This design comes from an exercise in tuning for small area, a short achievable clock period and few clock cycles per item on the open sky130 flow, not from production work. No functional check of the RTL was part of this run. No activity file was given, so power comes from the tool's default toggle rates.

## flow/design.v

```verilog
package instr_mem_pkg;
  typedef enum logic {
    CLEAR = 1'b0,
    RUN   = 1'b1
  } state_t;
  localparam int FAULT_W        = 2;
  localparam int FAULT_MISALIGN = 0;
  localparam int FAULT_RANGE    = 1;
endpackage
module instr_mem_array #(
  parameter int XLEN   = 32,
  parameter int DEPTH  = 64,
  parameter int GROUPS = 2
) (
  input  logic                   i_clk,
  input  logic [DEPTH-1:0]       i_we_row,
  input  logic [XLEN-1:0]        i_wdata,
  input  logic [DEPTH-1:0]       i_rsel,
  output logic [GROUPS*XLEN-1:0] o_rdata    
);
  localparam int ROWS = DEPTH / GROUPS;
  localparam int N3   = ROWS / 3;                
  localparam int N2   = (ROWS % 3) / 2;          
  localparam int N1   = ROWS % 3 % 2;            
  localparam int NT   = N3 + N2 + N1;
  logic [XLEN-1:0] r_mem [DEPTH];
  always_ff @(posedge i_clk) begin
    for (int i = 0; i < DEPTH; i++) begin
      if (i_we_row[i]) begin
        r_mem[i] <= i_wdata;
      end
    end
  end
  for (genvar g = 0; g < GROUPS; g++) begin : g_grp
    for (genvar b = 0; b < XLEN; b++) begin : g_bit
      logic [NT-1:0] w_term_n;     
      for (genvar t = 0; t < N3; t++) begin : g_t3
        instr_mem_aoi3 u_aoi (
          .i_sel  (i_rsel[g*ROWS + 3*t +: 3]),
          .i_data ({r_mem[g*ROWS + 3*t + 2][b], r_mem[g*ROWS + 3*t + 1][b], r_mem[g*ROWS + 3*t][b]}),
          .o_y_n  (w_term_n[t])
        );
      end
      for (genvar t = 0; t < N2; t++) begin : g_t2
        instr_mem_aoi2 u_aoi (
          .i_sel  (i_rsel[g*ROWS + 3*N3 + 2*t +: 2]),
          .i_data ({r_mem[g*ROWS + 3*N3 + 2*t + 1][b], r_mem[g*ROWS + 3*N3 + 2*t][b]}),
          .o_y_n  (w_term_n[N3 + t])
        );
      end
      for (genvar t = 0; t < N1; t++) begin : g_t1
        assign w_term_n[N3 + N2 + t] = !(i_rsel[g*ROWS + ROWS - 1] && r_mem[g*ROWS + ROWS - 1][b]);
      end
      assign o_rdata[g*XLEN + b] = !(&w_term_n);
    end
  end
endmodule
module instr_mem_aoi3 (
  input  logic [2:0] i_sel,
  input  logic [2:0] i_data,
  output logic       o_y_n
);
  assign o_y_n = !(|(i_sel & i_data));
endmodule
module instr_mem_aoi2 (
  input  logic [1:0] i_sel,
  input  logic [1:0] i_data,
  output logic       o_y_n
);
  assign o_y_n = !(|(i_sel & i_data));
endmodule
module instr_mem_ctrl #(
  parameter int XLEN   = 32,
  parameter int DEPTH  = 64,
  parameter int ADDR_W = 32,
  localparam int IDX_W = $clog2(DEPTH)
) (
  input  logic               i_clk,
  input  logic               i_rst,
  input  logic               i_clear,
  output logic               o_busy,
  input  logic               i_req_valid,
  output logic               o_req_ready,
  input  logic [ADDR_W-1:0]  i_req_addr,
  output logic               o_rsp_valid,
  input  logic               i_rsp_ready,
  output logic [XLEN-1:0]    o_rsp_instr,
  output logic [instr_mem_pkg::FAULT_W-1:0] o_rsp_fault,
  input  logic               i_wr_en,
  input  logic [ADDR_W-1:0]  i_wr_addr,
  input  logic [XLEN-1:0]    i_wr_data
);
  localparam int RSP_W  = XLEN + instr_mem_pkg::FAULT_W;
  localparam int FN     = 4;           
  localparam int GROUPS = 2;           
  logic                 r_busy;
  logic                 r_run;
  logic                 r_ready;       
  logic                 r_stall;       
  logic [FN-1:0]        r_inflight;    
  logic [DEPTH-1:0]     r_we_row;
  logic [XLEN-1:0]      r_wdata;
  logic                 r_sel_valid;
  logic [DEPTH-1:0]     r_rsel;
  logic [instr_mem_pkg::FAULT_W-1:0] r_sel_fault;
  logic                 r_rd_valid;
  logic [instr_mem_pkg::FAULT_W-1:0] r_rd_fault;
  logic [GROUPS*XLEN-1:0] r_rd;
  logic                 r_out_valid;
  logic                 r_out_empty;
  logic [RSP_W-1:0]     r_out;
  logic [RSP_W-1:0]     r_fifo [FN];
  logic [1:0]           r_head;
  logic [1:0]           r_tail;
  logic [FN-1:1]        r_fifo_cnt;    
  logic [FN-1:0]        w_fifo_cnt;
  logic                 w_req_misalign;
  logic                 w_req_range;
  logic                 w_wr_range;
  logic                 w_wr_go;
  logic                 w_clear_go;
  logic                 w_start;
  logic                 w_busy_next;
  logic                 w_req_fire;
  logic                 w_rsp_fire;
  logic [1:0]           w_head_next;
  logic [FN-1:0]        w_fifo_left;   
  logic [FN-1:0]        w_fifo_cnt_next;
  logic [FN-1:0]        w_inflight_next;
  logic                 w_unused;
  logic [GROUPS*XLEN-1:0] w_rdata;
  logic [XLEN-1:0]      w_rd_word;
  logic [RSP_W-1:0]     w_rd;
  logic [RSP_W-1:0]     w_out_keep;    
  logic [RSP_W-1:0]     w_out_next;    
  assign w_req_misalign = |i_req_addr[1:0];
  assign w_req_range    = |i_req_addr[ADDR_W-1:IDX_W+2];
  assign w_wr_range     = |i_wr_addr[ADDR_W-1:IDX_W+2];
  assign w_unused       = ^i_wr_addr[1:0];
  assign w_clear_go  = r_run && i_clear;
  assign w_start     = i_rst || w_clear_go;
  assign w_busy_next = w_start || (!r_run && !r_we_row[DEPTH-1]);
  assign w_wr_go     = i_wr_en && !w_wr_range && r_run && !i_clear && !i_rst;
  always_ff @(posedge i_clk) begin
    r_busy <= w_busy_next;
    r_run  <= !w_busy_next;
    for (int i = 0; i < DEPTH; i++) begin
      r_we_row[i] <= (w_wr_go && (i_wr_addr[IDX_W+1:2] == IDX_W'(i)))
                   || ((i == 0) ? w_start : (!r_run && !i_rst && r_we_row[(i + DEPTH - 1) % DEPTH]));
    end
    r_wdata <= w_busy_next ? '0 : i_wr_data;
  end
  assign w_req_fire = i_req_valid && !r_stall;
  assign w_rsp_fire = !r_out_empty && i_rsp_ready;
  always_ff @(posedge i_clk) begin
    r_sel_valid <= w_req_fire && !w_start;
    r_sel_fault <= {w_req_range, w_req_misalign};
    for (int i = 0; i < DEPTH; i++) begin
      r_rsel[i] <= (i_req_addr[IDX_W+1:2] == IDX_W'(i)) && !w_req_misalign && !w_req_range;
    end
    r_rd_valid <= r_sel_valid && !w_start;
    r_rd_fault <= r_sel_fault;
    r_rd       <= w_rdata;
  end
  instr_mem_array #(
    .XLEN   (XLEN),
    .DEPTH  (DEPTH),
    .GROUPS (GROUPS)
  ) u_array (
    .i_clk    (i_clk),
    .i_we_row (r_we_row),
    .i_wdata  (r_wdata),
    .i_rsel   (r_rsel),
    .o_rdata  (w_rdata)
  );
  always_comb begin
    w_rd_word = '0;
    for (int g = 0; g < GROUPS; g++) begin
      w_rd_word = w_rd_word | r_rd[g*XLEN +: XLEN];
    end
  end
  assign w_rd = {r_rd_fault, w_rd_word};
  assign w_fifo_cnt      = {r_fifo_cnt, !r_out_empty};
  assign w_head_next     = r_head + 2'(w_rsp_fire);
  assign w_fifo_left     = w_rsp_fire ? (w_fifo_cnt >> 1) : w_fifo_cnt;
  assign w_fifo_cnt_next = r_rd_valid ? {w_fifo_left[FN-2:0], 1'b1} : w_fifo_left;
  always_comb begin
    w_inflight_next = r_inflight;
    if (w_req_fire && !w_rsp_fire) w_inflight_next = {r_inflight[FN-2:0], 1'b1};
    if (!w_req_fire && w_rsp_fire) w_inflight_next = r_inflight >> 1;
  end
  always_ff @(posedge i_clk) begin
    if (w_start) begin
      r_out_valid <= 1'b0;
      r_out_empty <= 1'b1;
      r_head      <= '0;
      r_tail      <= '0;
      r_fifo_cnt  <= '0;
      r_inflight  <= '0;
      r_ready     <= 1'b0;
      r_stall     <= 1'b1;
    end else begin
      r_out_valid <= w_fifo_cnt_next[0];
      r_out_empty <= !w_fifo_cnt_next[0];
      r_head      <= w_head_next;
      if (r_rd_valid) r_tail <= r_tail + 1'b1;
      r_fifo_cnt  <= w_fifo_cnt_next[FN-1:1];
      r_inflight  <= w_inflight_next;
      r_ready     <= !w_busy_next && !w_inflight_next[FN-1];
      r_stall     <= w_busy_next || w_inflight_next[FN-1];
    end
  end
  assign w_out_keep = w_fifo_cnt[0] ? r_fifo[r_head] : w_rd;
  assign w_out_next = w_fifo_cnt[1] ? r_fifo[r_head + 2'd1] : w_rd;
  always_ff @(posedge i_clk) begin
    r_out <= i_rsp_ready ? w_out_next : w_out_keep;
    for (int k = 0; k < FN; k++) begin
      if (r_rd_valid && r_tail == 2'(k)) begin
        r_fifo[k] <= w_rd;
      end
    end
  end
  assign o_busy      = r_busy;
  assign o_req_ready = r_ready;
  assign o_rsp_valid = r_out_valid;
  assign o_rsp_fault = r_out[XLEN +: instr_mem_pkg::FAULT_W];
  assign o_rsp_instr = r_out[XLEN-1:0];
endmodule
```

## flow/run.sh

```bash
#!/bin/bash
# synth_recipe.tcl (not shown) runs the flow's synth.tcl, then flattens the netlist and writes it again
# the make line also repeats each setting of config.mk as NAME=value (left out here)
make -C /OpenROAD-flow-scripts/flow DESIGN_CONFIG=/design/flow/config.mk WORK_HOME=/design/flow/orfs CLKGATE_MAP_FILE= SYNTH_SCRIPT=/design/flow/synth_recipe.tcl finish
```

## flow/config.mk

```make
export PLATFORM = sky130hd
export DESIGN_NAME = instr_mem_ctrl
export DESIGN_NICKNAME = instr_mem_ctrl
export VERILOG_FILES = /design/flow/design.v
export SDC_FILE = /design/flow/constraint.sdc
export NUM_CORES = 4
export LEC_CHECK = 0
export CAP_MARGIN = 20
export CORE_MARGIN = 2
export CORE_UTILIZATION = 70
export CTS_CLUSTER_DIAMETER = 100
export CTS_CLUSTER_SIZE = 30
export SETUP_SLACK_MARGIN = 2.1
export SLEW_MARGIN = 20
export SYNTH_HIERARCHICAL = 1
export SYNTH_MINIMUM_KEEP_SIZE = 0
export TNS_END_PERCENT = 100
```

## flow/constraint.sdc

```tcl
create_clock -name core_clock -period 4.0 [get_ports {i_clk}]
set_input_delay 0.8000 -clock core_clock [delete_from_list [all_inputs] [get_ports {i_clk}]]
set_output_delay 0.8000 -clock core_clock [all_outputs]
set_load 0.01 [all_outputs]
```

==> reports/qor.txt <==
status -> finished clean
Most common cell on crit path -> buf_4
end of the worst register-to-register path -> r_rd[10]
worst-path maximum fanout -> 6
met2 Use GR -> 56.3%
Critical Path RT -> 4.61 ns
root buffer cell -> clkbuf_16
final setup skew -> 0.0400 ns
fmax -> 0.447 GHz
final std cells w/o fill -> 6,096
pre-CTS setup slack -> 0.678 ns
Mapped Area -> 84,800 sq um
Peak VDD IR -> 0.000468 V
Synth async-reset ratio -> 0%
GR Util met1 -> 49.2%
RSZ-0062 raised after global routing -> true
register area share after synthesis -> 83.9%
Nets -> 4,503
P_leak -> 31.6 nW
GRT Total Usage -> 35.5%
Max clock buf depth -> 3
antenna-violating nets left -> 0
Seq cells post-synth -> 2,465
Final WS setup -> 1.76 ns
Vias -> 46,300
Critical Path Stages -> 6
# clock sinks -> 2,465
Max-cap violations -> 0
r2r setup slk -> 1.76 ns
Yosys warnings -> 10
initial antenna violation count -> 22
Total Power -> 0.0397 W
die height -> 352 microns
CP max stage delay -> 0.50 ns
final period utilization -> 55.9%
slew of the pin with the lowest slew margin -> 1.21 ns
hold depth -> 0
depth of the CTS H-tree -> 3
Area Growth Syn to Fin -> 10.3%
share of layout cells above drive strength 1 -> 15.6%
Main synth FF type -> edfxtp_1
DRC -> 0
number of buffers added on ports -> 136
GRT overflow -> 0
Fin Setup TNS -> 0 ns
critical path launch point -> r_rsel[9]
row cnt -> 127
Post-synth EDFFs -> 2,184
Reg-to-Reg Start -> r_rsel[9]
Multi-input gate area -> 13,600 sq um
register area -> 71,400 sq um
wire length after detailed routing -> 225 mm
vias per inst -> 7.60
Buf/Inv on CP -> 3
mean routed wirelength per cell -> 36.9 microns
Worst Setup EP -> r_rd[10]
Reg2Reg Depth -> 6
worst min-delay path class -> reg2reg
largest net degree at the start of global routing -> 70
routing usage on met3 -> 6.45%
IO Count -> 139
post-synthesis cell count -> 4,023
Most Used Layer, Global Route -> met2
drt initial violations -> 10,300
later-pin clock latency in the skew report -> 0.75 ns
placer's final routability congestion estimate -> 0.863
Startpoint Class -> flip-flop
vias in the first global route -> 43,500
Final Hold Vio Count -> 0
Final setup viols -> 0
Die X -> 352 microns
register clock-pin slew on the reported worst setup and hold paths -> 0.12 ns
syn_area_per_cell -> 21.1 sq um
critical path arrival -> 2.85 ns
WHS -> 0.361 ns
Core Region -> 120,000 sq um
CTS tree -> yes
drt first pass iters -> 19
Critical-path top delay cell -> or3_4
final slew viol count -> 0
Mapped Nets -> 4,132
Filler Cell Count -> 6,472
CP endpoint kind -> flip-flop
Rel. slew slack -> 19.3%
delay-heaviest family, CP -> simple AND/OR/NAND/NOR gates
crit path time final -> 2.24 ns
dpl hpwl -> 121 mm
Num CTS Buffers -> 92
library cells used by synthesis -> 46
most common cell after layout, fill and taps aside -> edfxtp_1
critical path type -> reg2reg
Hold Buf Count CTS -> 0
die area -> 124,000 sq um
Cell Pwr Density -> 424 nW/um^2
CP Cell Sequence -> buf_4 -> buf_12 -> buf_4 -> a222oi_1 -> nand4_1 -> or3_4
Starting Density -> 70.6%
commonest cells after routing, fill and taps aside -> edfxtp_1 (2,184), a222oi_1 (640), dfxtp_1 (140)
number of cells after detailed placement -> 5,837
first-pass GRT wire length -> 311 mm
## routing by layer
metal	routed length [microns]	up-vias
met5	61	-
li1	-	18700
met3	27000	433
met4	11600	8
met2	108000	3624
met1	78000	23500
## Yosys stat by module, one instance, submodules excluded, a selection
module	cell area [sq um]	flip-flops and latches	times used	cells inside
instr_mem_aoi3	10.0	0	640	1
instr_mem_ctrl	14600	417	1	1015
instr_mem_aoi2	12.5	0	64	1
## worst min-delay path by stage
stage                              start             to  slack [ns]
after detailed placement  r_sel_fault[0]  r_rd_fault[0]        0.31
after global routing      r_sel_fault[0]  r_rd_fault[0]        0.36
after global placement    r_sel_fault[0]  r_rd_fault[0]        0.32
final                     r_sel_fault[0]  r_rd_fault[0]        0.36
after CTS                 r_sel_fault[0]  r_rd_fault[0]        0.34
after floorplan           r_sel_fault[0]  r_rd_fault[0]        0.31
## final cells by class
type | instances | area share (%)
Sequential cell | 2465 | 76.3
Multi-Input combinational cell | 1489 | 14.5
Timing Repair Buffer | 334 | 4.05
Clock buffer | 167 | 2.81
Tap cell | 1612 | 2.16
Clock inverter | 7 | 0.0909
Inverter | 12 | 0.0481
Antenna cell | 10 | 0.0267
## metrics by stage
stage	util, %	instance area, sq um
after floorplan	-	84900
final	77.9	93600
after global placement	74.1	89100
after detailed placement	74.1	89100
after CTS	77.3	92900
after global routing	77.9	93600
## cells in the mapped netlist, types with 2 or more instances
cell / number / area [sq um]
edfxtp_1: 2184 / 65600
a222oi_1: 640 / 6410
dfxtp_1: 281 / 5630
nand4_1: 131 / 820
nor2_1: 88 / 330
nand3_1: 70 / 350
mux4_2: 68 / 1530
a22oi_2: 64 / 801
or3_1: 64 / 400
a22o_1: 54 / 473
a21oi_1: 42 / 210
clkbuf_1: 41 / 154
nand2b_1: 40 / 250
and2_1: 39 / 244
mux2i_1: 37 / 370
or2_2: 33 / 206
a22oi_1: 32 / 240
nand2_1: 19 / 71.3
inv_1: 12 / 45.0
buf_2: 11 / 55.1
a22o_2: 9 / 90.1
nor4_1: 9 / 56.3
ha_1: 7 / 87.6
nor3_1: 7 / 35.0
nor2b_1: 5 / 31.3
buf_6: 4 / 45.0
a21o_1: 3 / 22.5
nor4_4: 3 / 63.8
o21ai_0: 3 / 15.0
xnor2_1: 3 / 26.3
a211oi_1: 2 / 15.0
nand3b_1: 2 / 15.0
nand4b_1: 2 / 17.5
or4_1: 2 / 15.0
## sequential cells by signal, indices dropped and copies added, names as in the netlist
signal         flops
r_out_valid        1
u_array.r_mem   2048
r_busy             1
r_rd_valid         1
r_sel_valid        1
r_we_row          64
r_ready            1
r_head             2
r_rd              64
r_inflight         4
r_fifo           136
r_sel_fault        2
r_run              1
r_rd_fault         2
r_stall            1
r_wdata           32
r_rsel            64
r_out_empty        1
r_tail             2
r_out             34
r_fifo_cnt         3
## power by group
part	switching (W)	internal, W
logic	0.000121	0.000135
clock network	0.00724	0.00456
registers	0.0000500	0.0276
total	0.00741	0.0323
## repair_timing
action                                  4_1_cts  5_1_grt
resized for setup                           319       78
endpoints found under the setup margin      308      242
pin swaps                                   160      110
cloned                                       13        5
setup buffers                                28       28
## logic make-up (layout without fill, tap and decap cells)
kind of cell / Yosys count / after routing / share of synthesized area [%]
AO/OA/AOI/OAI: 853 / 853 / 9.79
XOR/XNOR: 3 / 3 / 0.0310
adder cells (fa/ha/maj): 7 / 7 / 0.103
buffers and inverters: 69 / 520 / 0.357
flip-flops: 2465 / 2465 / 83.9
multiplexers: 105 / 105 / 2.24
other: 0 / 10 / 0
AND/OR/NAND/NOR: 521 / 521 / 3.53

-- re-timing with driven ports --
How much do the figures lean on ideal ports? The routed layout below was timed once more, with nothing changed but the port constraints.
Step 1: set_driving_cell puts a clkbuf_16 on i_clk and a buf_2 on each other input, an assumption about the parent block.
Step 2, shift: input delay + t, output delay - t, t = (earliest + latest rising clock arrival at the registers) / 2. This alone moves slack from input paths to output paths.
a / b / c = no drivers / after step 1 / after step 2; a / b = the first two.
shift t [ns]: 0.805
setup slack, ns: 1.762 / 1.762 / 1.300
worst register clock-pin slew, ns: 0.12 / 0.12
After both steps this run still meets setup and hold. For this run, drivers alone change the setup slack by 0.000 ns; drivers and shift together by -0.462 ns.
